What follows belongs to an exercise in optimizing a design on an open flow for small area, a short achievable clock period and few clock cycles per item; a production flow would make more cautious choices. Function not checked in this run: the RTL went through the layout flow alone.

--- design.v ---
`default_nettype none
package fc_pkg;
    localparam int BYTE_W    = 8;
    localparam int WORD_W    = 32;
    localparam int IN_COUNT  = 8;
    localparam int OUT_COUNT = 4;
    localparam int ACC_W     = 20;
    localparam int FEATURE_W = IN_COUNT * BYTE_W;
    localparam int FRAME_WORDS = (FEATURE_W + OUT_COUNT * FEATURE_W
                                  + OUT_COUNT * BYTE_W) / WORD_W;
    localparam int STEP_W = 4;
    typedef enum logic {
        LOAD_RECEIVE,
        LOAD_COMPUTE
    } loader_state_t;
    typedef enum logic [1:0] {
        LANE_IDLE,
        LANE_ACCUMULATE,
        LANE_BIAS_ADD,
        LANE_DONE
    } lane_state_t;
endpackage
`default_nettype wire
`default_nettype none
module fc_dot4_cs (
    input  wire [47:0] bd,    
    input  wire [31:0] w,
    output wire [18:0] s,
    output wire [18:0] c
);
wire x1;
wire x2;
wire x3;
wire x4;
wire x5;
wire x6;
wire x7;
wire x8;
wire x9;
wire nx10;
wire x11;
wire x12;
wire x13;
wire x14;
wire x15;
wire x16;
wire x17;
wire x18;
wire x19;
wire nx20;
wire x21;
wire x22;
wire x23;
wire x24;
wire x25;
wire x26;
wire x27;
wire x28;
wire x29;
wire nx30;
wire x31;
wire x32;
wire x33;
wire x34;
wire x35;
wire x36;
wire x37;
wire x38;
wire x39;
wire nx40;
wire x41;
wire x42;
wire x43;
wire x44;
wire x45;
wire x46;
wire x47;
wire x48;
wire x49;
wire nx50;
wire x51;
wire x52;
wire x53;
wire x54;
wire x55;
wire x56;
wire x57;
wire x58;
wire x59;
wire nx60;
wire x61;
wire x62;
wire x63;
wire x64;
wire x65;
wire x66;
wire x67;
wire x68;
wire x69;
wire nx70;
wire x71;
wire x72;
wire x73;
wire x74;
wire x75;
wire x76;
wire x77;
wire x78;
wire x79;
wire nx80;
wire x81;
wire x82;
wire x83;
wire x84;
wire x85;
wire x86;
wire x87;
wire x88;
wire x89;
wire nx90;
wire x91;
wire x92;
wire x93;
wire x94;
wire x95;
wire x96;
wire x97;
wire x98;
wire x99;
wire nx100;
wire x101;
wire x102;
wire x103;
wire x104;
wire x105;
wire x106;
wire x107;
wire x108;
wire x109;
wire nx110;
wire x111;
wire x112;
wire x113;
wire x114;
wire x115;
wire x116;
wire x117;
wire x118;
wire x119;
wire nx120;
wire x121;
wire x122;
wire x123;
wire x124;
wire x125;
wire x126;
wire x127;
wire x128;
wire x129;
wire nx130;
wire x131;
wire x132;
wire x133;
wire x134;
wire x135;
wire x136;
wire x137;
wire x138;
wire x139;
wire nx140;
wire x141;
wire x142;
wire x143;
wire x144;
wire x145;
wire x146;
wire x147;
wire x148;
wire x149;
wire nx150;
wire x151;
wire x152;
wire x153;
wire x154;
wire x155;
wire x156;
wire x157;
wire x158;
wire x159;
wire nx160;
wire s161;
wire c162;
wire s163;
wire c164;
wire s165;
wire c166;
wire s167;
wire c168;
wire s169;
wire c170;
wire s171;
wire c172;
wire s173;
wire c174;
wire s175;
wire c176;
wire s177;
wire c178;
wire s179;
wire c180;
wire s181;
wire c182;
wire s183;
wire c184;
wire s185;
wire c186;
wire s187;
wire c188;
wire s189;
wire c190;
wire s191;
wire c192;
wire s193;
wire c194;
wire s195;
wire c196;
wire s197;
wire c198;
wire s199;
wire c200;
wire s201;
wire c202;
wire s203;
wire c204;
wire s205;
wire c206;
wire s207;
wire c208;
wire s209;
wire c210;
wire s211;
wire c212;
wire s213;
wire c214;
wire s215;
wire c216;
wire s217;
wire c218;
wire s219;
wire c220;
wire s221;
wire c222;
wire s223;
wire c224;
wire s225;
wire c226;
wire s227;
wire c228;
wire s229;
wire c230;
wire s231;
wire c232;
wire s233;
wire c234;
wire s235;
wire c236;
wire s237;
wire c238;
wire s239;
wire c240;
wire s241;
wire c242;
wire s243;
wire c244;
wire s245;
wire c246;
wire s247;
wire c248;
wire s249;
wire c250;
wire s251;
wire c252;
wire s253;
wire c254;
wire s255;
wire c256;
wire s257;
wire c258;
wire s259;
wire c260;
wire s261;
wire c262;
wire s263;
wire c264;
wire s265;
wire c266;
wire s267;
wire c268;
wire s269;
wire c270;
wire s271;
wire c272;
wire s273;
wire c274;
wire s275;
wire c276;
wire s277;
wire c278;
wire s279;
wire c280;
wire s281;
wire c282;
wire s283;
wire c284;
wire s285;
wire c286;
wire s287;
wire c288;
wire s289;
wire c290;
wire s291;
wire c292;
wire s293;
wire c294;
wire s295;
wire c296;
wire s297;
wire c298;
wire s299;
wire c300;
wire s301;
wire c302;
wire s303;
wire c304;
wire s305;
wire c306;
wire s307;
wire c308;
wire s309;
wire c310;
wire s311;
wire c312;
wire s313;
wire c314;
wire s315;
wire c316;
wire s317;
wire c318;
wire s319;
wire c320;
wire s321;
wire c322;
wire s323;
wire c324;
wire s325;
wire c326;
wire s327;
wire c328;
wire s329;
wire c330;
wire s331;
wire c332;
wire s333;
wire c334;
wire s335;
wire c336;
wire s337;
wire c338;
wire s339;
wire c340;
wire s341;
wire c342;
wire s343;
wire c344;
wire s345;
wire c346;
wire s347;
wire c348;
wire s349;
wire c350;
wire s351;
wire c352;
wire s353;
wire c354;
wire s355;
wire c356;
wire s357;
wire c358;
wire s359;
wire c360;
wire s361;
wire c362;
wire s363;
wire c364;
wire s365;
wire c366;
wire s367;
wire c368;
wire s369;
wire c370;
wire s371;
wire c372;
wire s373;
wire c374;
wire s375;
wire c376;
wire s377;
wire c378;
wire s379;
wire c380;
wire s381;
wire c382;
wire s383;
wire c384;
wire s385;
wire c386;
wire s387;
wire c388;
wire s389;
wire c390;
wire s391;
wire c392;
wire s393;
wire c394;
wire s395;
wire c396;
wire s397;
wire c398;
wire s399;
wire c400;
wire s401;
wire c402;
wire s403;
wire c404;
wire s405;
wire c406;
wire s407;
wire c408;
wire s409;
wire c410;
wire s411;
wire c412;
wire s413;
wire c414;
wire s415;
wire c416;
wire s417;
wire c418;
wire s419;
wire c420;
wire s421;
wire c422;
wire s423;
wire c424;
wire s425;
wire c426;
wire s427;
wire c428;
wire s429;
wire c430;
wire s431;
wire c432;
wire s433;
wire c434;
wire s435;
wire c436;
wire s437;
wire c438;
wire s439;
wire c440;
wire s441;
wire c442;
wire s443;
wire c444;
wire s445;
wire c446;
wire s447;
wire c448;
wire s449;
wire c450;
wire s451;
wire c452;
wire s453;
wire c454;
wire s455;
wire c456;
assign x1 = ((bd[0] & w[0]) | (bd[1] & 1'b0)) ^ bd[2];
assign x2 = ((bd[0] & w[1]) | (bd[1] & w[0])) ^ bd[2];
assign x3 = ((bd[0] & w[2]) | (bd[1] & w[1])) ^ bd[2];
assign x4 = ((bd[0] & w[3]) | (bd[1] & w[2])) ^ bd[2];
assign x5 = ((bd[0] & w[4]) | (bd[1] & w[3])) ^ bd[2];
assign x6 = ((bd[0] & w[5]) | (bd[1] & w[4])) ^ bd[2];
assign x7 = ((bd[0] & w[6]) | (bd[1] & w[5])) ^ bd[2];
assign x8 = ((bd[0] & w[7]) | (bd[1] & w[6])) ^ bd[2];
assign x9 = ((bd[0] & w[7]) | (bd[1] & w[7])) ^ bd[2];
assign nx10 = ~x9;
assign x11 = ((bd[3] & w[0]) | (bd[4] & 1'b0)) ^ bd[5];
assign x12 = ((bd[3] & w[1]) | (bd[4] & w[0])) ^ bd[5];
assign x13 = ((bd[3] & w[2]) | (bd[4] & w[1])) ^ bd[5];
assign x14 = ((bd[3] & w[3]) | (bd[4] & w[2])) ^ bd[5];
assign x15 = ((bd[3] & w[4]) | (bd[4] & w[3])) ^ bd[5];
assign x16 = ((bd[3] & w[5]) | (bd[4] & w[4])) ^ bd[5];
assign x17 = ((bd[3] & w[6]) | (bd[4] & w[5])) ^ bd[5];
assign x18 = ((bd[3] & w[7]) | (bd[4] & w[6])) ^ bd[5];
assign x19 = ((bd[3] & w[7]) | (bd[4] & w[7])) ^ bd[5];
assign nx20 = ~x19;
assign x21 = ((bd[6] & w[0]) | (bd[7] & 1'b0)) ^ bd[8];
assign x22 = ((bd[6] & w[1]) | (bd[7] & w[0])) ^ bd[8];
assign x23 = ((bd[6] & w[2]) | (bd[7] & w[1])) ^ bd[8];
assign x24 = ((bd[6] & w[3]) | (bd[7] & w[2])) ^ bd[8];
assign x25 = ((bd[6] & w[4]) | (bd[7] & w[3])) ^ bd[8];
assign x26 = ((bd[6] & w[5]) | (bd[7] & w[4])) ^ bd[8];
assign x27 = ((bd[6] & w[6]) | (bd[7] & w[5])) ^ bd[8];
assign x28 = ((bd[6] & w[7]) | (bd[7] & w[6])) ^ bd[8];
assign x29 = ((bd[6] & w[7]) | (bd[7] & w[7])) ^ bd[8];
assign nx30 = ~x29;
assign x31 = ((bd[9] & w[0]) | (bd[10] & 1'b0)) ^ bd[11];
assign x32 = ((bd[9] & w[1]) | (bd[10] & w[0])) ^ bd[11];
assign x33 = ((bd[9] & w[2]) | (bd[10] & w[1])) ^ bd[11];
assign x34 = ((bd[9] & w[3]) | (bd[10] & w[2])) ^ bd[11];
assign x35 = ((bd[9] & w[4]) | (bd[10] & w[3])) ^ bd[11];
assign x36 = ((bd[9] & w[5]) | (bd[10] & w[4])) ^ bd[11];
assign x37 = ((bd[9] & w[6]) | (bd[10] & w[5])) ^ bd[11];
assign x38 = ((bd[9] & w[7]) | (bd[10] & w[6])) ^ bd[11];
assign x39 = ((bd[9] & w[7]) | (bd[10] & w[7])) ^ bd[11];
assign nx40 = ~x39;
assign x41 = ((bd[12] & w[8]) | (bd[13] & 1'b0)) ^ bd[14];
assign x42 = ((bd[12] & w[9]) | (bd[13] & w[8])) ^ bd[14];
assign x43 = ((bd[12] & w[10]) | (bd[13] & w[9])) ^ bd[14];
assign x44 = ((bd[12] & w[11]) | (bd[13] & w[10])) ^ bd[14];
assign x45 = ((bd[12] & w[12]) | (bd[13] & w[11])) ^ bd[14];
assign x46 = ((bd[12] & w[13]) | (bd[13] & w[12])) ^ bd[14];
assign x47 = ((bd[12] & w[14]) | (bd[13] & w[13])) ^ bd[14];
assign x48 = ((bd[12] & w[15]) | (bd[13] & w[14])) ^ bd[14];
assign x49 = ((bd[12] & w[15]) | (bd[13] & w[15])) ^ bd[14];
assign nx50 = ~x49;
assign x51 = ((bd[15] & w[8]) | (bd[16] & 1'b0)) ^ bd[17];
assign x52 = ((bd[15] & w[9]) | (bd[16] & w[8])) ^ bd[17];
assign x53 = ((bd[15] & w[10]) | (bd[16] & w[9])) ^ bd[17];
assign x54 = ((bd[15] & w[11]) | (bd[16] & w[10])) ^ bd[17];
assign x55 = ((bd[15] & w[12]) | (bd[16] & w[11])) ^ bd[17];
assign x56 = ((bd[15] & w[13]) | (bd[16] & w[12])) ^ bd[17];
assign x57 = ((bd[15] & w[14]) | (bd[16] & w[13])) ^ bd[17];
assign x58 = ((bd[15] & w[15]) | (bd[16] & w[14])) ^ bd[17];
assign x59 = ((bd[15] & w[15]) | (bd[16] & w[15])) ^ bd[17];
assign nx60 = ~x59;
assign x61 = ((bd[18] & w[8]) | (bd[19] & 1'b0)) ^ bd[20];
assign x62 = ((bd[18] & w[9]) | (bd[19] & w[8])) ^ bd[20];
assign x63 = ((bd[18] & w[10]) | (bd[19] & w[9])) ^ bd[20];
assign x64 = ((bd[18] & w[11]) | (bd[19] & w[10])) ^ bd[20];
assign x65 = ((bd[18] & w[12]) | (bd[19] & w[11])) ^ bd[20];
assign x66 = ((bd[18] & w[13]) | (bd[19] & w[12])) ^ bd[20];
assign x67 = ((bd[18] & w[14]) | (bd[19] & w[13])) ^ bd[20];
assign x68 = ((bd[18] & w[15]) | (bd[19] & w[14])) ^ bd[20];
assign x69 = ((bd[18] & w[15]) | (bd[19] & w[15])) ^ bd[20];
assign nx70 = ~x69;
assign x71 = ((bd[21] & w[8]) | (bd[22] & 1'b0)) ^ bd[23];
assign x72 = ((bd[21] & w[9]) | (bd[22] & w[8])) ^ bd[23];
assign x73 = ((bd[21] & w[10]) | (bd[22] & w[9])) ^ bd[23];
assign x74 = ((bd[21] & w[11]) | (bd[22] & w[10])) ^ bd[23];
assign x75 = ((bd[21] & w[12]) | (bd[22] & w[11])) ^ bd[23];
assign x76 = ((bd[21] & w[13]) | (bd[22] & w[12])) ^ bd[23];
assign x77 = ((bd[21] & w[14]) | (bd[22] & w[13])) ^ bd[23];
assign x78 = ((bd[21] & w[15]) | (bd[22] & w[14])) ^ bd[23];
assign x79 = ((bd[21] & w[15]) | (bd[22] & w[15])) ^ bd[23];
assign nx80 = ~x79;
assign x81 = ((bd[24] & w[16]) | (bd[25] & 1'b0)) ^ bd[26];
assign x82 = ((bd[24] & w[17]) | (bd[25] & w[16])) ^ bd[26];
assign x83 = ((bd[24] & w[18]) | (bd[25] & w[17])) ^ bd[26];
assign x84 = ((bd[24] & w[19]) | (bd[25] & w[18])) ^ bd[26];
assign x85 = ((bd[24] & w[20]) | (bd[25] & w[19])) ^ bd[26];
assign x86 = ((bd[24] & w[21]) | (bd[25] & w[20])) ^ bd[26];
assign x87 = ((bd[24] & w[22]) | (bd[25] & w[21])) ^ bd[26];
assign x88 = ((bd[24] & w[23]) | (bd[25] & w[22])) ^ bd[26];
assign x89 = ((bd[24] & w[23]) | (bd[25] & w[23])) ^ bd[26];
assign nx90 = ~x89;
assign x91 = ((bd[27] & w[16]) | (bd[28] & 1'b0)) ^ bd[29];
assign x92 = ((bd[27] & w[17]) | (bd[28] & w[16])) ^ bd[29];
assign x93 = ((bd[27] & w[18]) | (bd[28] & w[17])) ^ bd[29];
assign x94 = ((bd[27] & w[19]) | (bd[28] & w[18])) ^ bd[29];
assign x95 = ((bd[27] & w[20]) | (bd[28] & w[19])) ^ bd[29];
assign x96 = ((bd[27] & w[21]) | (bd[28] & w[20])) ^ bd[29];
assign x97 = ((bd[27] & w[22]) | (bd[28] & w[21])) ^ bd[29];
assign x98 = ((bd[27] & w[23]) | (bd[28] & w[22])) ^ bd[29];
assign x99 = ((bd[27] & w[23]) | (bd[28] & w[23])) ^ bd[29];
assign nx100 = ~x99;
assign x101 = ((bd[30] & w[16]) | (bd[31] & 1'b0)) ^ bd[32];
assign x102 = ((bd[30] & w[17]) | (bd[31] & w[16])) ^ bd[32];
assign x103 = ((bd[30] & w[18]) | (bd[31] & w[17])) ^ bd[32];
assign x104 = ((bd[30] & w[19]) | (bd[31] & w[18])) ^ bd[32];
assign x105 = ((bd[30] & w[20]) | (bd[31] & w[19])) ^ bd[32];
assign x106 = ((bd[30] & w[21]) | (bd[31] & w[20])) ^ bd[32];
assign x107 = ((bd[30] & w[22]) | (bd[31] & w[21])) ^ bd[32];
assign x108 = ((bd[30] & w[23]) | (bd[31] & w[22])) ^ bd[32];
assign x109 = ((bd[30] & w[23]) | (bd[31] & w[23])) ^ bd[32];
assign nx110 = ~x109;
assign x111 = ((bd[33] & w[16]) | (bd[34] & 1'b0)) ^ bd[35];
assign x112 = ((bd[33] & w[17]) | (bd[34] & w[16])) ^ bd[35];
assign x113 = ((bd[33] & w[18]) | (bd[34] & w[17])) ^ bd[35];
assign x114 = ((bd[33] & w[19]) | (bd[34] & w[18])) ^ bd[35];
assign x115 = ((bd[33] & w[20]) | (bd[34] & w[19])) ^ bd[35];
assign x116 = ((bd[33] & w[21]) | (bd[34] & w[20])) ^ bd[35];
assign x117 = ((bd[33] & w[22]) | (bd[34] & w[21])) ^ bd[35];
assign x118 = ((bd[33] & w[23]) | (bd[34] & w[22])) ^ bd[35];
assign x119 = ((bd[33] & w[23]) | (bd[34] & w[23])) ^ bd[35];
assign nx120 = ~x119;
assign x121 = ((bd[36] & w[24]) | (bd[37] & 1'b0)) ^ bd[38];
assign x122 = ((bd[36] & w[25]) | (bd[37] & w[24])) ^ bd[38];
assign x123 = ((bd[36] & w[26]) | (bd[37] & w[25])) ^ bd[38];
assign x124 = ((bd[36] & w[27]) | (bd[37] & w[26])) ^ bd[38];
assign x125 = ((bd[36] & w[28]) | (bd[37] & w[27])) ^ bd[38];
assign x126 = ((bd[36] & w[29]) | (bd[37] & w[28])) ^ bd[38];
assign x127 = ((bd[36] & w[30]) | (bd[37] & w[29])) ^ bd[38];
assign x128 = ((bd[36] & w[31]) | (bd[37] & w[30])) ^ bd[38];
assign x129 = ((bd[36] & w[31]) | (bd[37] & w[31])) ^ bd[38];
assign nx130 = ~x129;
assign x131 = ((bd[39] & w[24]) | (bd[40] & 1'b0)) ^ bd[41];
assign x132 = ((bd[39] & w[25]) | (bd[40] & w[24])) ^ bd[41];
assign x133 = ((bd[39] & w[26]) | (bd[40] & w[25])) ^ bd[41];
assign x134 = ((bd[39] & w[27]) | (bd[40] & w[26])) ^ bd[41];
assign x135 = ((bd[39] & w[28]) | (bd[40] & w[27])) ^ bd[41];
assign x136 = ((bd[39] & w[29]) | (bd[40] & w[28])) ^ bd[41];
assign x137 = ((bd[39] & w[30]) | (bd[40] & w[29])) ^ bd[41];
assign x138 = ((bd[39] & w[31]) | (bd[40] & w[30])) ^ bd[41];
assign x139 = ((bd[39] & w[31]) | (bd[40] & w[31])) ^ bd[41];
assign nx140 = ~x139;
assign x141 = ((bd[42] & w[24]) | (bd[43] & 1'b0)) ^ bd[44];
assign x142 = ((bd[42] & w[25]) | (bd[43] & w[24])) ^ bd[44];
assign x143 = ((bd[42] & w[26]) | (bd[43] & w[25])) ^ bd[44];
assign x144 = ((bd[42] & w[27]) | (bd[43] & w[26])) ^ bd[44];
assign x145 = ((bd[42] & w[28]) | (bd[43] & w[27])) ^ bd[44];
assign x146 = ((bd[42] & w[29]) | (bd[43] & w[28])) ^ bd[44];
assign x147 = ((bd[42] & w[30]) | (bd[43] & w[29])) ^ bd[44];
assign x148 = ((bd[42] & w[31]) | (bd[43] & w[30])) ^ bd[44];
assign x149 = ((bd[42] & w[31]) | (bd[43] & w[31])) ^ bd[44];
assign nx150 = ~x149;
assign x151 = ((bd[45] & w[24]) | (bd[46] & 1'b0)) ^ bd[47];
assign x152 = ((bd[45] & w[25]) | (bd[46] & w[24])) ^ bd[47];
assign x153 = ((bd[45] & w[26]) | (bd[46] & w[25])) ^ bd[47];
assign x154 = ((bd[45] & w[27]) | (bd[46] & w[26])) ^ bd[47];
assign x155 = ((bd[45] & w[28]) | (bd[46] & w[27])) ^ bd[47];
assign x156 = ((bd[45] & w[29]) | (bd[46] & w[28])) ^ bd[47];
assign x157 = ((bd[45] & w[30]) | (bd[46] & w[29])) ^ bd[47];
assign x158 = ((bd[45] & w[31]) | (bd[46] & w[30])) ^ bd[47];
assign x159 = ((bd[45] & w[31]) | (bd[46] & w[31])) ^ bd[47];
assign nx160 = ~x159;
assign s161 = x7 ^ x15;
assign c162 = x7 & x15;
assign s163 = x5 ^ x13 ^ x21;
assign c164 = (x5 & x13) | (x5 & x21) | (x13 & x21);
assign s165 = bd[8] ^ x45;
assign c166 = bd[8] & x45;
assign s167 = x6 ^ x14;
assign c168 = x6 & x14;
assign s169 = x23 ^ x31 ^ bd[11];
assign c170 = (x23 & x31) | (x23 & bd[11]) | (x31 & bd[11]);
assign s171 = x47 ^ x55 ^ x63;
assign c172 = (x47 & x55) | (x47 & x63) | (x55 & x63);
assign s173 = x71 ^ bd[23] ^ x87;
assign c174 = (x71 & bd[23]) | (x71 & x87) | (bd[23] & x87);
assign s175 = x95 ^ x103;
assign c176 = x95 & x103;
assign s177 = x8 ^ x16 ^ x24;
assign c178 = (x8 & x16) | (x8 & x24) | (x16 & x24);
assign s179 = x32 ^ x48 ^ x56;
assign c180 = (x32 & x48) | (x32 & x56) | (x48 & x56);
assign s181 = x64 ^ x72 ^ x88;
assign c182 = (x64 & x72) | (x64 & x88) | (x72 & x88);
assign s183 = x96 ^ x104 ^ x112;
assign c184 = (x96 & x104) | (x96 & x112) | (x104 & x112);
assign s185 = nx10 ^ x17 ^ x25;
assign c186 = (nx10 & x17) | (nx10 & x25) | (x17 & x25);
assign s187 = x33 ^ nx50 ^ x57;
assign c188 = (x33 & nx50) | (x33 & x57) | (nx50 & x57);
assign s189 = x65 ^ x73 ^ nx90;
assign c190 = (x65 & x73) | (x65 & nx90) | (x73 & nx90);
assign s191 = x97 ^ x105;
assign c192 = x97 & x105;
assign s193 = x18 ^ x26 ^ x34;
assign c194 = (x18 & x26) | (x18 & x34) | (x26 & x34);
assign s195 = x58 ^ x66;
assign c196 = x58 & x66;
assign s197 = nx20 ^ x27 ^ x35;
assign c198 = (nx20 & x27) | (nx20 & x35) | (x27 & x35);
assign s199 = x3 ^ x11 ^ bd[5];
assign c200 = (x3 & x11) | (x3 & bd[5]) | (x11 & bd[5]);
assign s201 = x43 ^ x51;
assign c202 = x43 & x51;
assign s203 = x4 ^ x12;
assign c204 = x4 & x12;
assign s205 = x53 ^ x61 ^ bd[20];
assign c206 = (x53 & x61) | (x53 & bd[20]) | (x61 & bd[20]);
assign s207 = x85 ^ x93 ^ x101;
assign c208 = (x85 & x93) | (x85 & x101) | (x93 & x101);
assign s209 = bd[32] ^ x125;
assign c210 = bd[32] & x125;
assign s211 = x22 ^ x46 ^ x54;
assign c212 = (x22 & x46) | (x22 & x54) | (x46 & x54);
assign s213 = x62 ^ x86 ^ x94;
assign c214 = (x62 & x86) | (x62 & x94) | (x86 & x94);
assign s215 = x102 ^ x126 ^ x134;
assign c216 = (x102 & x126) | (x102 & x134) | (x126 & x134);
assign s217 = x142 ^ s167;
assign c218 = x142 & s167;
assign s219 = x111 ^ bd[35] ^ x127;
assign c220 = (x111 & bd[35]) | (x111 & x127) | (bd[35] & x127);
assign s221 = x135 ^ x143 ^ x151;
assign c222 = (x135 & x143) | (x135 & x151) | (x143 & x151);
assign s223 = bd[47] ^ s161 ^ s169;
assign c224 = (bd[47] & s161) | (bd[47] & s169) | (s161 & s169);
assign s225 = s171 ^ s173 ^ s175;
assign c226 = (s171 & s173) | (s171 & s175) | (s173 & s175);
assign s227 = x128 ^ x136 ^ x144;
assign c228 = (x128 & x136) | (x128 & x144) | (x136 & x144);
assign s229 = x152 ^ c162 ^ s177;
assign c230 = (x152 & c162) | (x152 & s177) | (c162 & s177);
assign s231 = s179 ^ s181 ^ s183;
assign c232 = (s179 & s181) | (s179 & s183) | (s181 & s183);
assign s233 = c170 ^ c172 ^ c174;
assign c234 = (c170 & c172) | (c170 & c174) | (c172 & c174);
assign s235 = x113 ^ nx130 ^ x137;
assign c236 = (x113 & nx130) | (x113 & x137) | (nx130 & x137);
assign s237 = x145 ^ x153 ^ s185;
assign c238 = (x145 & x153) | (x145 & s185) | (x153 & s185);
assign s239 = s187 ^ s189 ^ s191;
assign c240 = (s187 & s189) | (s187 & s191) | (s189 & s191);
assign s241 = c178 ^ c180 ^ c182;
assign c242 = (c178 & c180) | (c178 & c182) | (c180 & c182);
assign s243 = x74 ^ x98 ^ x106;
assign c244 = (x74 & x98) | (x74 & x106) | (x98 & x106);
assign s245 = x114 ^ x138 ^ x146;
assign c246 = (x114 & x138) | (x114 & x146) | (x138 & x146);
assign s247 = x154 ^ s193 ^ s195;
assign c248 = (x154 & s193) | (x154 & s195) | (s193 & s195);
assign s249 = c186 ^ c188 ^ c190;
assign c250 = (c186 & c188) | (c186 & c190) | (c188 & c190);
assign s251 = nx60 ^ x67 ^ x75;
assign c252 = (nx60 & x67) | (nx60 & x75) | (x67 & x75);
assign s253 = nx100 ^ x107 ^ x115;
assign c254 = (nx100 & x107) | (nx100 & x115) | (x107 & x115);
assign s255 = nx140 ^ x147 ^ x155;
assign c256 = (nx140 & x147) | (nx140 & x155) | (x147 & x155);
assign s257 = s197 ^ c194 ^ c196;
assign c258 = (s197 & c194) | (s197 & c196) | (c194 & c196);
assign s259 = x28 ^ x36 ^ x68;
assign c260 = (x28 & x36) | (x28 & x68) | (x36 & x68);
assign s261 = x76 ^ x108 ^ x116;
assign c262 = (x76 & x108) | (x76 & x116) | (x108 & x116);
assign s263 = x148 ^ x156;
assign c264 = x148 & x156;
assign s265 = nx30 ^ x37 ^ nx70;
assign c266 = (nx30 & x37) | (nx30 & nx70) | (x37 & nx70);
assign s267 = x1 ^ bd[2] ^ x41;
assign c268 = (x1 & bd[2]) | (x1 & x41) | (bd[2] & x41);
assign s269 = bd[17] ^ x83 ^ x91;
assign c270 = (bd[17] & x83) | (bd[17] & x91) | (x83 & x91);
assign s271 = bd[29] ^ x123;
assign c272 = bd[29] & x123;
assign s273 = x44 ^ x52 ^ x84;
assign c274 = (x44 & x52) | (x44 & x84) | (x52 & x84);
assign s275 = x92 ^ x124 ^ x132;
assign c276 = (x92 & x124) | (x92 & x132) | (x124 & x132);
assign s277 = s203 ^ c200;
assign c278 = s203 & c200;
assign s279 = x133 ^ x141 ^ bd[44];
assign c280 = (x133 & x141) | (x133 & bd[44]) | (x141 & bd[44]);
assign s281 = s163 ^ s165 ^ s205;
assign c282 = (s163 & s165) | (s163 & s205) | (s165 & s205);
assign s283 = s207 ^ s209 ^ c204;
assign c284 = (s207 & s209) | (s207 & c204) | (s209 & c204);
assign s285 = c164 ^ c166 ^ s211;
assign c286 = (c164 & c166) | (c164 & s211) | (c166 & s211);
assign s287 = s213 ^ s215 ^ s217;
assign c288 = (s213 & s215) | (s213 & s217) | (s215 & s217);
assign s289 = c206 ^ c208 ^ c210;
assign c290 = (c206 & c208) | (c206 & c210) | (c208 & c210);
assign s291 = c168 ^ s219 ^ s221;
assign c292 = (c168 & s219) | (c168 & s221) | (s219 & s221);
assign s293 = s223 ^ s225 ^ c212;
assign c294 = (s223 & s225) | (s223 & c212) | (s225 & c212);
assign s295 = c214 ^ c216 ^ c218;
assign c296 = (c214 & c216) | (c214 & c218) | (c216 & c218);
assign s297 = c176 ^ s227 ^ s229;
assign c298 = (c176 & s227) | (c176 & s229) | (s227 & s229);
assign s299 = s231 ^ s233 ^ c220;
assign c300 = (s231 & s233) | (s231 & c220) | (s233 & c220);
assign s301 = c222 ^ c224 ^ c226;
assign c302 = (c222 & c224) | (c222 & c226) | (c224 & c226);
assign s303 = c184 ^ s235 ^ s237;
assign c304 = (c184 & s235) | (c184 & s237) | (s235 & s237);
assign s305 = s239 ^ s241 ^ c228;
assign c306 = (s239 & s241) | (s239 & c228) | (s241 & c228);
assign s307 = c230 ^ c232 ^ c234;
assign c308 = (c230 & c232) | (c230 & c234) | (c232 & c234);
assign s309 = c192 ^ s243 ^ s245;
assign c310 = (c192 & s243) | (c192 & s245) | (s243 & s245);
assign s311 = s247 ^ s249 ^ c236;
assign c312 = (s247 & s249) | (s247 & c236) | (s249 & c236);
assign s313 = c238 ^ c240 ^ c242;
assign c314 = (c238 & c240) | (c238 & c242) | (c240 & c242);
assign s315 = s251 ^ s253 ^ s255;
assign c316 = (s251 & s253) | (s251 & s255) | (s253 & s255);
assign s317 = s257 ^ c244 ^ c246;
assign c318 = (s257 & c244) | (s257 & c246) | (c244 & c246);
assign s319 = c248 ^ c250 ^ 1'b1;
assign c320 = (c248 & c250) | (c248 & 1'b1) | (c250 & 1'b1);
assign s321 = c198 ^ s259 ^ s261;
assign c322 = (c198 & s259) | (c198 & s261) | (s259 & s261);
assign s323 = s263 ^ c252 ^ c254;
assign c324 = (s263 & c252) | (s263 & c254) | (c252 & c254);
assign s325 = c256 ^ c258 ^ 1'b1;
assign c326 = (c256 & c258) | (c256 & 1'b1) | (c258 & 1'b1);
assign s327 = x77 ^ nx110 ^ x117;
assign c328 = (x77 & nx110) | (x77 & x117) | (nx110 & x117);
assign s329 = nx150 ^ x157 ^ s265;
assign c330 = (nx150 & x157) | (nx150 & s265) | (x157 & s265);
assign s331 = c260 ^ c262 ^ c264;
assign c332 = (c260 & c262) | (c260 & c264) | (c262 & c264);
assign s333 = x38 ^ x78 ^ x118;
assign c334 = (x38 & x78) | (x38 & x118) | (x78 & x118);
assign s335 = x158 ^ c266;
assign c336 = x158 & c266;
assign s337 = bd[14] ^ x81 ^ bd[26];
assign c338 = (bd[14] & x81) | (bd[14] & bd[26]) | (x81 & bd[26]);
assign s339 = x2 ^ x42 ^ x82;
assign c340 = (x2 & x42) | (x2 & x82) | (x42 & x82);
assign s341 = x131 ^ bd[41] ^ s199;
assign c342 = (x131 & bd[41]) | (x131 & s199) | (bd[41] & s199);
assign s343 = s201 ^ s269;
assign c344 = s201 & s269;
assign s345 = c202 ^ s273 ^ s275;
assign c346 = (c202 & s273) | (c202 & s275) | (s273 & s275);
assign s347 = s277 ^ c270 ^ c272;
assign c348 = (s277 & c270) | (s277 & c272) | (c270 & c272);
assign s349 = s279 ^ s281 ^ s283;
assign c350 = (s279 & s281) | (s279 & s283) | (s281 & s283);
assign s351 = c274 ^ c276 ^ c278;
assign c352 = (c274 & c276) | (c274 & c278) | (c276 & c278);
assign s353 = s285 ^ s287 ^ s289;
assign c354 = (s285 & s287) | (s285 & s289) | (s287 & s289);
assign s355 = c280 ^ c282 ^ c284;
assign c356 = (c280 & c282) | (c280 & c284) | (c282 & c284);
assign s357 = s291 ^ s293 ^ s295;
assign c358 = (s291 & s293) | (s291 & s295) | (s293 & s295);
assign s359 = c286 ^ c288 ^ c290;
assign c360 = (c286 & c288) | (c286 & c290) | (c288 & c290);
assign s361 = s297 ^ s299 ^ s301;
assign c362 = (s297 & s299) | (s297 & s301) | (s299 & s301);
assign s363 = c292 ^ c294 ^ c296;
assign c364 = (c292 & c294) | (c292 & c296) | (c294 & c296);
assign s365 = s303 ^ s305 ^ s307;
assign c366 = (s303 & s305) | (s303 & s307) | (s305 & s307);
assign s367 = c298 ^ c300 ^ c302;
assign c368 = (c298 & c300) | (c298 & c302) | (c300 & c302);
assign s369 = s309 ^ s311 ^ s313;
assign c370 = (s309 & s311) | (s309 & s313) | (s311 & s313);
assign s371 = c304 ^ c306 ^ c308;
assign c372 = (c304 & c306) | (c304 & c308) | (c306 & c308);
assign s373 = s315 ^ s317 ^ s319;
assign c374 = (s315 & s317) | (s315 & s319) | (s317 & s319);
assign s375 = c310 ^ c312 ^ c314;
assign c376 = (c310 & c312) | (c310 & c314) | (c312 & c314);
assign s377 = s321 ^ s323 ^ s325;
assign c378 = (s321 & s323) | (s321 & s325) | (s323 & s325);
assign s379 = c316 ^ c318 ^ c320;
assign c380 = (c316 & c318) | (c316 & c320) | (c318 & c320);
assign s381 = s327 ^ s329 ^ s331;
assign c382 = (s327 & s329) | (s327 & s331) | (s329 & s331);
assign s383 = c322 ^ c324 ^ c326;
assign c384 = (c322 & c324) | (c322 & c326) | (c324 & c326);
assign s385 = s333 ^ s335 ^ c328;
assign c386 = (s333 & s335) | (s333 & c328) | (s335 & c328);
assign s387 = c330 ^ c332 ^ 1'b1;
assign c388 = (c330 & c332) | (c330 & 1'b1) | (c332 & 1'b1);
assign s389 = nx40 ^ nx80 ^ nx120;
assign c390 = (nx40 & nx80) | (nx40 & nx120) | (nx80 & nx120);
assign s391 = nx160 ^ c334 ^ c336;
assign c392 = (nx160 & c334) | (nx160 & c336) | (c334 & c336);
assign s393 = x121 ^ bd[38];
assign c394 = x121 & bd[38];
assign s395 = x122 ^ c268 ^ s339;
assign c396 = (x122 & c268) | (x122 & s339) | (c268 & s339);
assign s397 = s271 ^ s341 ^ s343;
assign c398 = (s271 & s341) | (s271 & s343) | (s341 & s343);
assign s399 = s345 ^ s347 ^ c342;
assign c400 = (s345 & s347) | (s345 & c342) | (s347 & c342);
assign s401 = s349 ^ s351 ^ c346;
assign c402 = (s349 & s351) | (s349 & c346) | (s351 & c346);
assign s403 = s353 ^ s355 ^ c350;
assign c404 = (s353 & s355) | (s353 & c350) | (s355 & c350);
assign s405 = s357 ^ s359 ^ c354;
assign c406 = (s357 & s359) | (s357 & c354) | (s359 & c354);
assign s407 = s361 ^ s363 ^ c358;
assign c408 = (s361 & s363) | (s361 & c358) | (s363 & c358);
assign s409 = s365 ^ s367 ^ c362;
assign c410 = (s365 & s367) | (s365 & c362) | (s367 & c362);
assign s411 = s369 ^ s371 ^ c366;
assign c412 = (s369 & s371) | (s369 & c366) | (s371 & c366);
assign s413 = s373 ^ s375 ^ c370;
assign c414 = (s373 & s375) | (s373 & c370) | (s375 & c370);
assign s415 = s377 ^ s379 ^ c374;
assign c416 = (s377 & s379) | (s377 & c374) | (s379 & c374);
assign s417 = s381 ^ s383 ^ c378;
assign c418 = (s381 & s383) | (s381 & c378) | (s383 & c378);
assign s419 = s385 ^ s387 ^ c382;
assign c420 = (s385 & s387) | (s385 & c382) | (s387 & c382);
assign s421 = s389 ^ s391 ^ c386;
assign c422 = (s389 & s391) | (s389 & c386) | (s391 & c386);
assign s423 = c390 ^ c392;
assign c424 = c390 & c392;
assign s425 = s267 ^ s337;
assign c426 = s267 & s337;
assign s427 = c338 ^ s395 ^ c394;
assign c428 = (c338 & s395) | (c338 & c394) | (s395 & c394);
assign s429 = c340 ^ s397 ^ c396;
assign c430 = (c340 & s397) | (c340 & c396) | (s397 & c396);
assign s431 = c344 ^ s399 ^ c398;
assign c432 = (c344 & s399) | (c344 & c398) | (s399 & c398);
assign s433 = c348 ^ s401 ^ c400;
assign c434 = (c348 & s401) | (c348 & c400) | (s401 & c400);
assign s435 = c352 ^ s403 ^ c402;
assign c436 = (c352 & s403) | (c352 & c402) | (s403 & c402);
assign s437 = c356 ^ s405 ^ c404;
assign c438 = (c356 & s405) | (c356 & c404) | (s405 & c404);
assign s439 = c360 ^ s407 ^ c406;
assign c440 = (c360 & s407) | (c360 & c406) | (s407 & c406);
assign s441 = c364 ^ s409 ^ c408;
assign c442 = (c364 & s409) | (c364 & c408) | (s409 & c408);
assign s443 = c368 ^ s411 ^ c410;
assign c444 = (c368 & s411) | (c368 & c410) | (s411 & c410);
assign s445 = c372 ^ s413 ^ c412;
assign c446 = (c372 & s413) | (c372 & c412) | (s413 & c412);
assign s447 = c376 ^ s415 ^ c414;
assign c448 = (c376 & s415) | (c376 & c414) | (s415 & c414);
assign s449 = c380 ^ s417 ^ c416;
assign c450 = (c380 & s417) | (c380 & c416) | (s417 & c416);
assign s451 = c384 ^ s419 ^ c418;
assign c452 = (c384 & s419) | (c384 & c418) | (s419 & c418);
assign s453 = c388 ^ s421 ^ c420;
assign c454 = (c388 & s421) | (c388 & c420) | (s421 & c420);
assign s455 = s423 ^ c422 ^ 1'b1;
assign c456 = (s423 & c422) | (s423 & 1'b1) | (c422 & 1'b1);
assign s = {1'b1, 1'b1, c424, s455, s453, s451, s449, s447, s445, s443, s441, s439, s437, s435, s433, s431, s429, s427, s393};
assign c = {1'b0, 1'b0, c456, c454, c452, c450, c448, c446, c444, c442, c440, c438, c436, c434, c432, c430, c428, c426, s425};
endmodule
`default_nettype wire
`timescale 1ns/1ns
`default_nettype none
import fc_pkg::*;
module fc_layer_top (
    input  wire logic              clk,
    input  wire logic              rstn,
    input  wire logic              in_valid,
    input  wire logic [WORD_W-1:0] in_data,
    output logic                   out_valid,
    output logic      [WORD_W-1:0] out_data
);
    localparam int SW = 19;
    function automatic logic [7:0] quant(input logic [SW-1:0] x);
        if ((x[SW-1:15] == '0) || (x[SW-1:15] == '1)) quant = x[15:8];
        else quant = x[SW-1] ? 8'h80 : 8'h7F;
    endfunction
    logic        vq;
    logic [31:0] dq;
    logic [3:0]  cnt;       
    logic [3:0]  nidx;      
    logic        ldq, wtq, finq;
    assign nidx = !vq ? cnt : (cnt == 4'd10) ? 4'd0 : cnt + 4'd1;
    always_ff @(posedge clk) dq <= in_valid ? in_data : '0;
    always_ff @(posedge clk or negedge rstn) begin
        if (!rstn) begin
            vq   <= 1'b0;
            cnt  <= '0;
            ldq  <= 1'b0;
            wtq  <= 1'b0;
            finq <= 1'b0;
        end else begin
            vq   <= in_valid;
            cnt  <= nidx;
            ldq  <= in_valid && (nidx < 4'd2);
            wtq  <= in_valid && (nidx >= 4'd2) && (nidx <= 4'd9);
            finq <= in_valid && (nidx == 4'd10);
        end
    end
    logic [31:0] fhi, fhi_d;
    logic [47:0] flo, flo_d;
    always_comb begin
        for (int b = 0; b < 4; b++) begin
            for (int i = 0; i < 4; i++) begin
                logic f2, f1, f0;
                f2 = fhi[8*b+2*i+1];
                f1 = fhi[8*b+2*i];
                f0 = (i == 0) ? 1'b0 : fhi[8*b+2*i-1];
                flo_d[12*b+3*i]   = f1 ^ f0;
                flo_d[12*b+3*i+1] = (f2 & !f1 & !f0) | (!f2 & f1 & f0);
                flo_d[12*b+3*i+2] = f2;
                fhi_d[8*b+2*i+1] = flo[12*b+3*i+2];
                fhi_d[8*b+2*i]   = flo[12*b+3*i] ^ ((i == 0) ? 1'b0 : flo[12*b+3*i-1]);
            end
        end
    end
    always_ff @(posedge clk) begin
        if (ldq || wtq) begin
            flo <= flo_d;
            fhi <= ldq ? dq : fhi_d;
        end
    end
    logic [SW-1:0] s_d, c_d, cs_s, cs_c;
    fc_dot4_cs u_dot (
        .bd (flo),
        .w  (dq),
        .s  (s_d),
        .c  (c_d)
    );
    always_ff @(posedge clk) begin
        cs_s <= s_d;
        cs_c <= c_d;
    end
    logic e_even, e_r0, e_r1, e_r2, e_a3;
    always_ff @(posedge clk or negedge rstn) begin
        if (!rstn) begin
            e_even <= 1'b0;
            e_r0   <= 1'b0;
            e_r1   <= 1'b0;
            e_r2   <= 1'b0;
            e_a3   <= 1'b0;
        end else begin
            e_even <= wtq && !cnt[0];
            e_r0   <= wtq && (cnt == 4'd3);
            e_r1   <= wtq && (cnt == 4'd5);
            e_r2   <= wtq && (cnt == 4'd7);
            e_a3   <= wtq && (cnt == 4'd9);
        end
    end
    logic [SW-1:0] acc, r0, r1, r2;
    logic [SW-1:0] sum;
    logic [7:0]    b3;
    assign b3  = finq ? dq[31:24] : 8'h00;
    assign sum = (e_even ? '0 : acc) + cs_s + cs_c + {{(SW-8){b3[7]}}, b3};
    always_ff @(posedge clk) begin
        if (e_even || e_a3 || finq) acc <= sum;
        if (e_r0 || finq) r0 <= e_r0 ? sum : r0 + {{(SW-8){dq[7]}},  dq[7:0]};
        if (e_r1 || finq) r1 <= e_r1 ? sum : r1 + {{(SW-8){dq[15]}}, dq[15:8]};
        if (e_r2 || finq) r2 <= e_r2 ? sum : r2 + {{(SW-8){dq[23]}}, dq[23:16]};
    end
    always_ff @(posedge clk or negedge rstn) begin
        if (!rstn) out_valid <= 1'b0;
        else       out_valid <= finq;
    end
    assign out_data = {quant(acc), quant(r2), quant(r1), quant(r0)};
endmodule
`default_nettype wire
--- run.sh ---
#!/bin/bash
# synth_recipe.tcl (not shown) runs the flow's synth.tcl, then flattens the netlist and writes it again
# the make line also repeats each setting of config.mk as NAME=value (left out here)
make -C /OpenROAD-flow-scripts/flow DESIGN_CONFIG=/design/flow/config.mk WORK_HOME=/design/flow/orfs CLKGATE_MAP_FILE= SYNTH_SCRIPT=/design/flow/synth_recipe.tcl finish
--- config.mk ---
export PLATFORM = sky130hd
export DESIGN_NAME = fc_layer_top
export DESIGN_NICKNAME = fc_layer_top
export VERILOG_FILES = /design/flow/design.v
export SDC_FILE = /design/flow/constraint.sdc
export NUM_CORES = 4
export LEC_CHECK = 0
export ABC_CLOCK_PERIOD_IN_PS = 4000
export CAP_MARGIN = 20
export CORE_MARGIN = 2
export CORE_UTILIZATION = 55
export CTS_BUF_LIST = sky130_fd_sc_hd__clkbuf_8
export PLACE_DENSITY = 0.6
export SETUP_SLACK_MARGIN = 5
export SLEW_MARGIN = 20
--- constraint.sdc ---
create_clock -name core_clock -period 9.0 [get_ports {clk}]
set_input_delay 1.8000 -clock core_clock [delete_from_list [all_inputs] [get_ports {clk}]]
set_output_delay 1.8000 -clock core_clock [all_outputs]
set_load 0.01 [all_outputs]
==> results.txt <==
Die:
- The width of the chip is 188 um.
- The number of top-level design ports is 68.
- The area of the die is 0.0354 mm^2.
- The number of cell rows is 67.
- The starting density of the core is 55.8%.
- Measured along the y axis, the die boundary spans 188 um.
- The region available for standard cell placement spans 0.0334 mm^2.

STA:
- Setup repair after global routing could not meet its margin everywhere.
- The number of pins exceeding their max-slew limit in the final report is 0.
- The worst path in the final design needs a cycle of 4160 ps, including I/O delays and setup.
- Headroom to the max-slew limit came out at 42.0%.
- The slew of the pin with the lowest slew margin is 870 ps.
- The setup total negative slack is 0 ps.
- The worst clock skew on the final layout is 26.3 ps.
- Setup violations remaining at the end of the flow were counted as 0.
- In the finished design, the share of the clock period the worst path needs comes to 46.2%.
- The final-report hold violation count was 0.
- The achievable clock frequency is 240 MHz.
- After layout, the worst setup slack is 4840 ps.

Clock tree:
- Hold repair after CTS inserted 0 buffers.
- The CTS sink count is 236.
- Clock-pin slew was measured on the worst setup and hold paths at 70 ps.
- The clock buffer count from CTS is 44.
- TritonCTS built the clock tree.
- The cell sitting at the root of the clock tree is a clkbuf_8.
- The maximum clock path buffer count is 3.
- In this run the number of H-tree levels came out at 2.
- Clock latency on the worst-skew pair, taken at its later pin, is 590 ps.

Synthesis:
- Ranked by total cell area, the synthesized netlist is headed by edfxtp_1 (25%), fa_1 (17%), dfxtp_1 (7.1%).
- The count of synthesis-stage warnings from yosys is 1.
- In this run, distinct cell masters in the synthesized netlist total 57.
- The biggest area contributor in the post-synthesis netlist is edfxtp_1.
- The total of flip-flops plus latches after synthesis is 236.
- The cell area that synthesis handed to floorplanning was 0.0187 mm^2.
- The synthesized design contains 156 enable-type register cells.
- The number of nets produced by synthesis is 2119.
- The gate count of the mapped netlist is 1834.
- The mean area per synthesized cell is 10.2 um^2.
- The share of the synthesized area in the top cell type is 25.1%.
- The most frequently used flop master after synthesis is edfxtp_1.
- The share of the Yosys chip area taken by registers is 34.0%.
- The async set-or-reset flop fraction in the synthesized netlist is 5.93%.

Global routing:
- The first global-routing pass estimated 77700 um of wire.
- The initial antenna violation count was 1.
- The maximum number of pins on one net before global-route repair is 59.
- The number of global-route vias before repair is 13646.
- Global routing consumed, over all layers together, 29.0% of the routing resources.
- Global routing finished with a remaining overflow of 0.

Finish:
- The number of nets in the layout is 2211.
- The share of final-layout standard cells stronger than drive strength 1 is 15.2%.
- The library cell used most frequently in the layout, excluding fill and tap cells, is inv_1.
- The post-route standard cell area excluding fillers is 0.0215 mm^2.
- The top cell types in the final layout, fill and taps aside, are inv_1 (204), edfxtp_1 (156), fa_1 (150).
- 0 antenna diodes ended up in the layout.
- The area growth from synthesis to layout is 15.3%.

Worst setup path:
- The worst path required time is 9470 ps.
- The kind of end point of the critical path is a register.
- The startpoint identified for the worst register-to-register timing path is flo[6].
- The worst setup path is launched from a register.
- In this run the worst path has a maximum fanout of 7.
- The endpoint of the worst register-to-register path is cs_s[7].
- The number of cells on the worst reg-to-reg path is 11.
- The setup slack on the worst flop-to-flop path is 4840 ps.
- The timing startpoint of the critical path is flo[6].
- The arrival time at the worst endpoint is 4630 ps.
- The worst setup path category is register to register.

Placement:
- The number of buffer cells added on primary ports is 67.
- The worst setup slack before clock tree synthesis is 4530 ps.
- The wire-length estimate of the detail-placed layout is 36900 um.
- The final estimated routing congestion in global placement is 0.960.
- The placed cell area is 0.0196 mm^2.

Drt:
- The count of nets left with antenna violations once routing finished came out at 0.
- The post-route DRC violation count is 0.
- The first-pass iteration count of the detailed router is 5.
- In the routed layout, each cell is associated on average with a via count of 5.68.
- The detailed-route wire length per cell is 20.9 um.
- The initial DRC count is 1148.
- The total detailed-routing wirelength is 50400 um.
- Summing over every cut layer, the via total after detailed routing is 13677.

Job:
- The tool flagged a number of max-cap violations equal to 0.

Hold path:
- The worst hold path terminates at flo[24].
- The worst hold path passes through 0 cells.
- The path category of the worst min-delay check is register to register.
- In this run the most critical hold path is launched from fhi[16].

Run status:
- The flow ran to the end and the layout has no timing, DRC or antenna violations.
[per-stage QoR]
step / utilization (%) / hold slack [ps] / cells
after detailed placement: 58.5 / 440 / 2237
after floorplan: - / 386 / 1834
after global routing: 64.4 / 455 / 2410
after global placement: 58.5 / 432 / 2237
after CTS: 63.4 / 451 / 2391
final: 64.4 / 449 / 2410
[worst max-delay path: stages, from the launching register on]
cell and delay (ps):
edfxtp_1 520, a22oi_2 250, xor2_1 220, fa_1 490
fa_1 540, inv_2 40, fa_1 470, inv_1 50
fa_2 540, fa_1 430, inv_2 70, fa_2 420
[state kept, by name, summed over array words and instances (netlist names), 4 cells and up]
name and cells:
flo 48, cnt 4, dq 32, acc 19, fhi 32, r2 19
r1 19, cs_c 17, cs_s 17, r0 19
[cells by family after synthesis]
logic type / count (synthesis) / synth area share (%)
AOI/OAI and AO/OA: 395 / 13.5
and+or+nand+nor: 359 / 9.53
buffers and inverters: 313 / 6.29
adders and majority gates: 250 / 22.9
DFF: 236 / 34.0
xor gates and xnor gates: 233 / 10.9
muxes: 48 / 2.78
[worst max path at each step]
stage | end | slack [ps] | cells past startpoint
floorplan | cs_s[10] | 4970 | 10
global placement | r2[17] | 4600 | 12
detailed placement | r2[17] | 4530 | 12
CTS | cs_s[7] | 4860 | 11
global route | cs_s[10] | 4760 | 10
finish | cs_s[7] | 4840 | 11
[cell usage after synthesis, types with 6 or more instances]
master    number
inv_1        195
edfxtp_1     156
fa_1         154
nand2_1      139
xnor2_1      131
o21ai_0      127
a22oi_1      113
clkbuf_1     110
xor2_1       102
ha_1          96
dfxtp_1       66
a21oi_1       64
nor2_1        46
and2_1        37
nand2b_1      37
mux2_2        31
a21o_1        20
mux2i_1       17
nor2b_1       17
nor3_1        16
nand3_1       15
dfrtp_1       14
nand3b_1      13
and3_1         9
buf_1          8
o211ai_1       8
or2_2          8
a31oi_1        7
o21bai_1       7
nor4_1         6
[metal layers]
layer / wire length [um] / track usage [%] / up-vias
met3: 2930 / 4.34 / 137
met2: 23200 / 45.9 / 507
met5: 0 / 0 / -
li1: - / - / 6424
met1: 21500 / 38.8 / 6609
met4: 2700 / 15.1 / 0
[cell type report]
type                    count  area, um^2
clock inverters            27         148
multi-input cells        1285       11500
flip-flops and latches    236        6410
well taps                 448         561
clock buffers              55         757
inverters                 195         732
repair buffers            164        1410
fillers                  2758       11900
[what timing repair did]
item | 4_1_cts | 5_1_grt
pin swaps | 33 | 20
resized for setup | 83 | 45
setup buffers | 72 | 19
setup endpoints to repair | 81 | 58

## what the ideal ports hide
The flow's constraints put no driver on any port. The routed layout listed below was extracted and timed again, unchanged, in two steps. Step 1 (the two cells are an assumption about what drives the block):
set clk [get_ports {clk}]
set_driving_cell -lib_cell sky130_fd_sc_hd__clkbuf_16 $clk
set_driving_cell -lib_cell sky130_fd_sc_hd__buf_2 [delete_from_list [all_inputs] $clk]
Step 2 also shifts input and output timing later by t, the mid clock arrival at the registers, as if the neighbouring blocks saw the same clock. a / b / c = ideal ports / drivers / drivers and shift; a / b = the first two.
shift t [ns]: 0.623
setup WS [ns]: 4.841 / 4.841 / 4.841
hold slack, ns: 0.449 / 0.449 / 0.449
clock arrival spread, ns: 0.026 / 0.027
slew at the worst register clock pin (ns): 0.07 / 0.07
After both steps setup and hold are still met in this run. For this run, drivers alone change the setup slack by 0.000 ns; drivers and shift together by 0.000 ns.
